What follows belongs to an exercise in optimizing a design on an open flow for small area, a short achievable clock period and few clock cycles per item; a production flow would make more cautious choices.
Where RTL was checked, it was by simulation tests only, not by an equivalence proof against the original.

==> flow/design.v <==
package eeg_pkg;
    localparam int OPERAND_W = 31;
    localparam int COEF_W    = 32;
    function automatic logic [31:0] sub_bk(input logic [31:0] a, input logic [31:0] b);
        logic [31:0] g, p, c, t;
        logic [31:0] gg, pp;
        int s, i;
        t  = ~b;
        g  = a & t;
        p  = a ^ t;
        gg = g;
        pp = p;
        for (s = 1; s < 32; s = s * 2) begin
            for (i = 2 * s - 1; i < 32; i = i + 2 * s) begin
                gg[i] = gg[i] | (pp[i] & gg[i - s]);
                pp[i] = pp[i] & pp[i - s];
            end
        end
        for (s = 8; s >= 1; s = s / 2) begin
            for (i = 3 * s - 1; i < 32; i = i + 2 * s) begin
                gg[i] = gg[i] | (pp[i] & gg[i - s]);
                pp[i] = pp[i] & pp[i - s];
            end
        end
        c[0] = 1'b1;
        for (i = 1; i < 32; i = i + 1) begin
            c[i] = gg[i - 1] | pp[i - 1];
        end
        sub_bk = p ^ c;
    endfunction
endpackage
module eeg_ctrl (
    input  logic       i_clk,
    input  logic       i_rst_n,
    input  logic       i_req_valid,
    output logic       o_req_stall,
    output logic       o_rsp_valid,
    input  logic       i_rsp_stall,
    input  logic       i_r1_zero,    
    input  logic       i_ge1,        
    input  logic       i_ge2,        
    output logic       o_load,       
    output logic       o_go_up,      
    output logic       o_lvl0,       
    output logic [3:0] o_ccmd        
);
    logic [4:0] r_lvl;
    logic       r_lvl0;
    logic       r_up;
    logic       r_busy;
    logic       r_done;
    logic       w_take;
    logic [3:0] r_ccmd;
    assign o_load  = i_req_valid && !r_busy;
    assign o_go_up = r_busy && r_up && i_ge2;
    assign o_lvl0  = r_lvl0;
    assign o_ccmd  = r_ccmd;
    assign o_rsp_valid = r_done;
    assign o_req_stall = r_busy;
    assign w_take      = r_done && !i_rsp_stall;
    always_ff @(posedge i_clk) begin
        if (o_load) begin
            r_lvl  <= 5'd0;
            r_lvl0 <= 1'b1;
            r_up   <= 1'b1;
        end else if (o_go_up) begin
            r_lvl  <= r_lvl + 5'd1;
            r_lvl0 <= 1'b0;
            r_up   <= 1'b1;
        end else if (!r_lvl0) begin
            r_lvl  <= r_lvl - 5'd1;
            r_lvl0 <= (r_lvl == 5'd1);
            r_up   <= 1'b0;
        end else begin
            r_up   <= 1'b1;
        end
    end
    always_ff @(posedge i_clk) begin
        r_ccmd[3] <= o_load || (r_lvl0 && r_up && !i_ge1);
        r_ccmd[2] <= o_go_up;
        r_ccmd[1] <= r_lvl0;
        r_ccmd[0] <= i_ge1;
    end
    always_ff @(posedge i_clk) begin
        if (!i_rst_n) begin
            r_busy <= 1'b0;
            r_done <= 1'b0;
        end else begin
            if (o_load) begin
                r_busy <= 1'b1;
            end else if (w_take) begin
                r_busy <= 1'b0;
            end
            r_done <= r_busy && !w_take && i_r1_zero;
        end
    end
endmodule
module eeg_dp (
    input  logic        i_clk,
    input  logic [30:0] i_a,
    input  logic [30:0] i_b,
    input  logic        i_load,
    input  logic        i_go_up,
    input  logic        i_lvl0,
    input  logic [3:0]  i_ccmd,
    output logic        o_r1_zero,
    output logic        o_ge1,
    output logic        o_ge2,
    output logic [94:0] o_rsp
);
    logic [30:0] r_r0, r_sr;
    logic [31:0] r_x0, r_sx, r_y0, r_sy;
    logic [31:0] w_dr;
    logic [31:0] w_dx, w_dy;
    logic        w_ge1;
    assign w_dr  = {1'b0, r_r0} - {1'b0, r_sr};
    assign w_ge1 = !w_dr[31];
    assign o_ge1 = w_ge1;
    assign o_ge2 = !r_sr[30] && (r_r0 >= {r_sr[29:0], 1'b0});
    always_ff @(posedge i_clk) begin
        if (i_load) begin
            r_r0 <= i_a;
            r_sr <= i_b;
        end else if (i_go_up) begin
            r_sr <= {r_sr[29:0], 1'b0};
        end else if (i_lvl0) begin
            r_r0 <= r_sr;
            r_sr <= w_ge1 ? w_dr[30:0] : r_r0;
        end else begin
            if (w_ge1) r_r0 <= w_dr[30:0];
            r_sr <= {1'b0, r_sr[30:1]};
        end
    end
    logic w_c_init, w_c_up, w_c_lvl0, w_c_sub;
    assign {w_c_init, w_c_up, w_c_lvl0, w_c_sub} = i_ccmd;
    assign w_dx = eeg_pkg::sub_bk(r_x0, r_sx);
    assign w_dy = eeg_pkg::sub_bk(r_y0, r_sy);
    always_ff @(posedge i_clk) begin
        if (w_c_init) begin
            r_x0 <= 32'd1;
            r_sx <= 32'd0;
            r_y0 <= 32'd0;
            r_sy <= 32'd1;
        end else if (w_c_up) begin
            r_sx <= {r_sx[30:0], 1'b0};
            r_sy <= {r_sy[30:0], 1'b0};
        end else if (w_c_lvl0) begin
            r_x0 <= r_sx;
            r_sx <= w_c_sub ? w_dx : r_x0;
            r_y0 <= r_sy;
            r_sy <= w_c_sub ? w_dy : r_y0;
        end else begin
            if (w_c_sub) begin
                r_x0 <= w_dx;
                r_y0 <= w_dy;
            end
            r_sx <= {r_sx[31], r_sx[31:1]};
            r_sy <= {r_sy[31], r_sy[31:1]};
        end
    end
    assign o_r1_zero  = (r_sr == 31'd0);
    assign o_rsp      = {r_x0, r_y0, r_r0};
endmodule
module extended_euclid_gcd_unit (
    input  logic        i_clk,
    input  logic        i_rst_n,
    input  logic        i_req_valid,
    output logic        o_req_stall,
    input  logic [61:0] i_req,
    output logic        o_rsp_valid,
    input  logic        i_rsp_stall,
    output logic [94:0] o_rsp
);
    logic       w_load, w_go_up, w_lvl0;
    logic [3:0] w_ccmd;
    logic       w_r1_zero, w_ge1, w_ge2;
    eeg_ctrl u_ctrl (
        .i_clk       (i_clk),
        .i_rst_n     (i_rst_n),
        .i_req_valid (i_req_valid),
        .o_req_stall (o_req_stall),
        .o_rsp_valid (o_rsp_valid),
        .i_rsp_stall (i_rsp_stall),
        .i_r1_zero   (w_r1_zero),
        .i_ge1       (w_ge1),
        .i_ge2       (w_ge2),
        .o_load      (w_load),
        .o_go_up     (w_go_up),
        .o_lvl0      (w_lvl0),
        .o_ccmd      (w_ccmd)
    );
    eeg_dp u_dp (
        .i_clk      (i_clk),
        .i_a        (i_req[61:31]),
        .i_b        (i_req[30:0]),
        .i_load     (w_load),
        .i_go_up    (w_go_up),
        .i_lvl0     (w_lvl0),
        .i_ccmd     (w_ccmd),
        .o_r1_zero  (w_r1_zero),
        .o_ge1      (w_ge1),
        .o_ge2      (w_ge2),
        .o_rsp      (o_rsp)
    );
endmodule
Settings: LEC_CHECK=0, CAP_MARGIN=20, CORE_MARGIN=2, CORE_UTILIZATION=40, SETUP_SLACK_MARGIN=4.5, SLEW_MARGIN=20; clock period 8.0 ns.
run.sh (not shown) runs the stock make flow with config.mk's settings and CLKGATE_MAP_FILE= SYNTH_SCRIPT=/design/flow/synth_recipe.tcl, a recipe that flattens the netlist after the stock synthesis.
==> next run, changes <==
--- a/flow/design.v
+++ b/flow/design.v
@@ -33,34 +33,36 @@
     input  logic       i_clk,
     input  logic       i_rst_n,
     input  logic       i_req_valid,
     output logic       o_req_stall,
     output logic       o_rsp_valid,
     input  logic       i_rsp_stall,
-    input  logic       i_r1_zero,    
+    input  logic       i_b_zero,     
+    input  logic       i_rem_zero,   
     input  logic       i_ge1,        
     input  logic       i_ge2,        
     output logic       o_load,       
     output logic       o_go_up,      
     output logic       o_lvl0,       
     output logic [3:0] o_ccmd        
 );
     logic [4:0] r_lvl;
     logic       r_lvl0;
     logic       r_up;
     logic       r_busy;
-    logic       r_done;
+    logic       r_done1;
+    logic       r_done2;
     logic       w_take;
     logic [3:0] r_ccmd;
     assign o_load  = i_req_valid && !r_busy;
     assign o_go_up = r_busy && r_up && i_ge2;
     assign o_lvl0  = r_lvl0;
     assign o_ccmd  = r_ccmd;
-    assign o_rsp_valid = r_done;
+    assign o_rsp_valid = r_done2;
     assign o_req_stall = r_busy;
-    assign w_take      = r_done && !i_rsp_stall;
+    assign w_take      = r_done2 && !i_rsp_stall;
     always_ff @(posedge i_clk) begin
         if (o_load) begin
             r_lvl  <= 5'd0;
             r_lvl0 <= 1'b1;
             r_up   <= 1'b1;
         end else if (o_go_up) begin
@@ -80,33 +82,39 @@
         r_ccmd[2] <= o_go_up;
         r_ccmd[1] <= r_lvl0;
         r_ccmd[0] <= i_ge1;
     end
     always_ff @(posedge i_clk) begin
         if (!i_rst_n) begin
-            r_busy <= 1'b0;
-            r_done <= 1'b0;
-        end else begin
-            if (o_load) begin
-                r_busy <= 1'b1;
-            end else if (w_take) begin
-                r_busy <= 1'b0;
-            end
-            r_done <= r_busy && !w_take && i_r1_zero;
+            r_busy  <= 1'b0;
+            r_done1 <= 1'b0;
+            r_done2 <= 1'b0;
+        end else if (o_load) begin
+            r_busy  <= 1'b1;
+            r_done1 <= i_b_zero;
+            r_done2 <= 1'b0;
+        end else if (w_take) begin
+            r_busy  <= 1'b0;
+            r_done1 <= 1'b0;
+            r_done2 <= 1'b0;
+        end else begin
+            r_done1 <= r_done1 || (r_busy && r_lvl0 && i_rem_zero);
+            r_done2 <= r_done1;
         end
     end
 endmodule
 module eeg_dp (
     input  logic        i_clk,
     input  logic [30:0] i_a,
     input  logic [30:0] i_b,
     input  logic        i_load,
     input  logic        i_go_up,
     input  logic        i_lvl0,
     input  logic [3:0]  i_ccmd,
-    output logic        o_r1_zero,
+    output logic        o_b_zero,
+    output logic        o_rem_zero,
     output logic        o_ge1,
     output logic        o_ge2,
     output logic [94:0] o_rsp
 );
     logic [30:0] r_r0, r_sr;
     logic [31:0] r_x0, r_sx, r_y0, r_sy;
@@ -155,13 +163,14 @@
                 r_y0 <= w_dy;
             end
             r_sx <= {r_sx[31], r_sx[31:1]};
             r_sy <= {r_sy[31], r_sy[31:1]};
         end
     end
-    assign o_r1_zero  = (r_sr == 31'd0);
+    assign o_b_zero   = (i_b == 31'd0);
+    assign o_rem_zero = (r_r0 == r_sr) || (r_r0 == 31'd0);
     assign o_rsp      = {r_x0, r_y0, r_r0};
 endmodule
 module extended_euclid_gcd_unit (
     input  logic        i_clk,
     input  logic        i_rst_n,
     input  logic        i_req_valid,
@@ -170,21 +179,22 @@
     output logic        o_rsp_valid,
     input  logic        i_rsp_stall,
     output logic [94:0] o_rsp
 );
     logic       w_load, w_go_up, w_lvl0;
     logic [3:0] w_ccmd;
-    logic       w_r1_zero, w_ge1, w_ge2;
+    logic       w_b_zero, w_rem_zero, w_ge1, w_ge2;
     eeg_ctrl u_ctrl (
         .i_clk       (i_clk),
         .i_rst_n     (i_rst_n),
         .i_req_valid (i_req_valid),
         .o_req_stall (o_req_stall),
         .o_rsp_valid (o_rsp_valid),
         .i_rsp_stall (i_rsp_stall),
-        .i_r1_zero   (w_r1_zero),
+        .i_b_zero    (w_b_zero),
+        .i_rem_zero  (w_rem_zero),
         .i_ge1       (w_ge1),
         .i_ge2       (w_ge2),
         .o_load      (w_load),
         .o_go_up     (w_go_up),
         .o_lvl0      (w_lvl0),
         .o_ccmd      (w_ccmd)
@@ -194,12 +204,13 @@
         .i_a        (i_req[61:31]),
         .i_b        (i_req[30:0]),
         .i_load     (w_load),
         .i_go_up    (w_go_up),
         .i_lvl0     (w_lvl0),
         .i_ccmd     (w_ccmd),
-        .o_r1_zero  (w_r1_zero),
+        .o_b_zero   (w_b_zero),
+        .o_rem_zero (w_rem_zero),
         .o_ge1      (w_ge1),
         .o_ge2      (w_ge2),
         .o_rsp      (o_rsp)
     );
 endmodule
Area after synthesis came out higher slightly. Non-clock buffer count came out higher by 11. Hold slack gets better by 0.024 ns. Flip-flop and latch count came out higher by 1. Global-route usage came out higher by 0.30 points. Via count came out higher by a few percent. Clock-buffer cell count came out lower by 10.
Testbench counts after the change, summed over its fixed seeds: cycles 69,827, items 1,200.
For the first run of this note, only the layout was checked, not whether the RTL still works.

[what the ideal ports hide]
In the flow no input, the clock included, has a driving cell. The finished layouts below were timed again as built, in two steps. Step 1 sets driving cells, clkbuf_16 on the clock port and buf_2 on the other inputs (assumed; they add their load-dependent delay and slew). Step 2 adds t to the input delays and takes it off the output delays; t is the mean of the earliest and latest rising clock arrival at the registers after step 1. Input paths then give back, and output paths get back, about the clock's delay inside the block. Three values: ideal, step 1, step 2; two values: the first two.
run	shift t [ns]	slack for setup (ns)	hold WS [ns]
the first run	0.603	4.516 / 4.516 / 4.071	0.465 / 0.465 / 0.465
the second run	0.602	4.559 / 4.559 / 4.200	0.488 / 0.488 / 0.488
After both steps setup and hold are still met in every run listed. The setup slack of the first run, which loses most, moves by 0.000 ns with the drivers and by -0.445 ns with both steps.
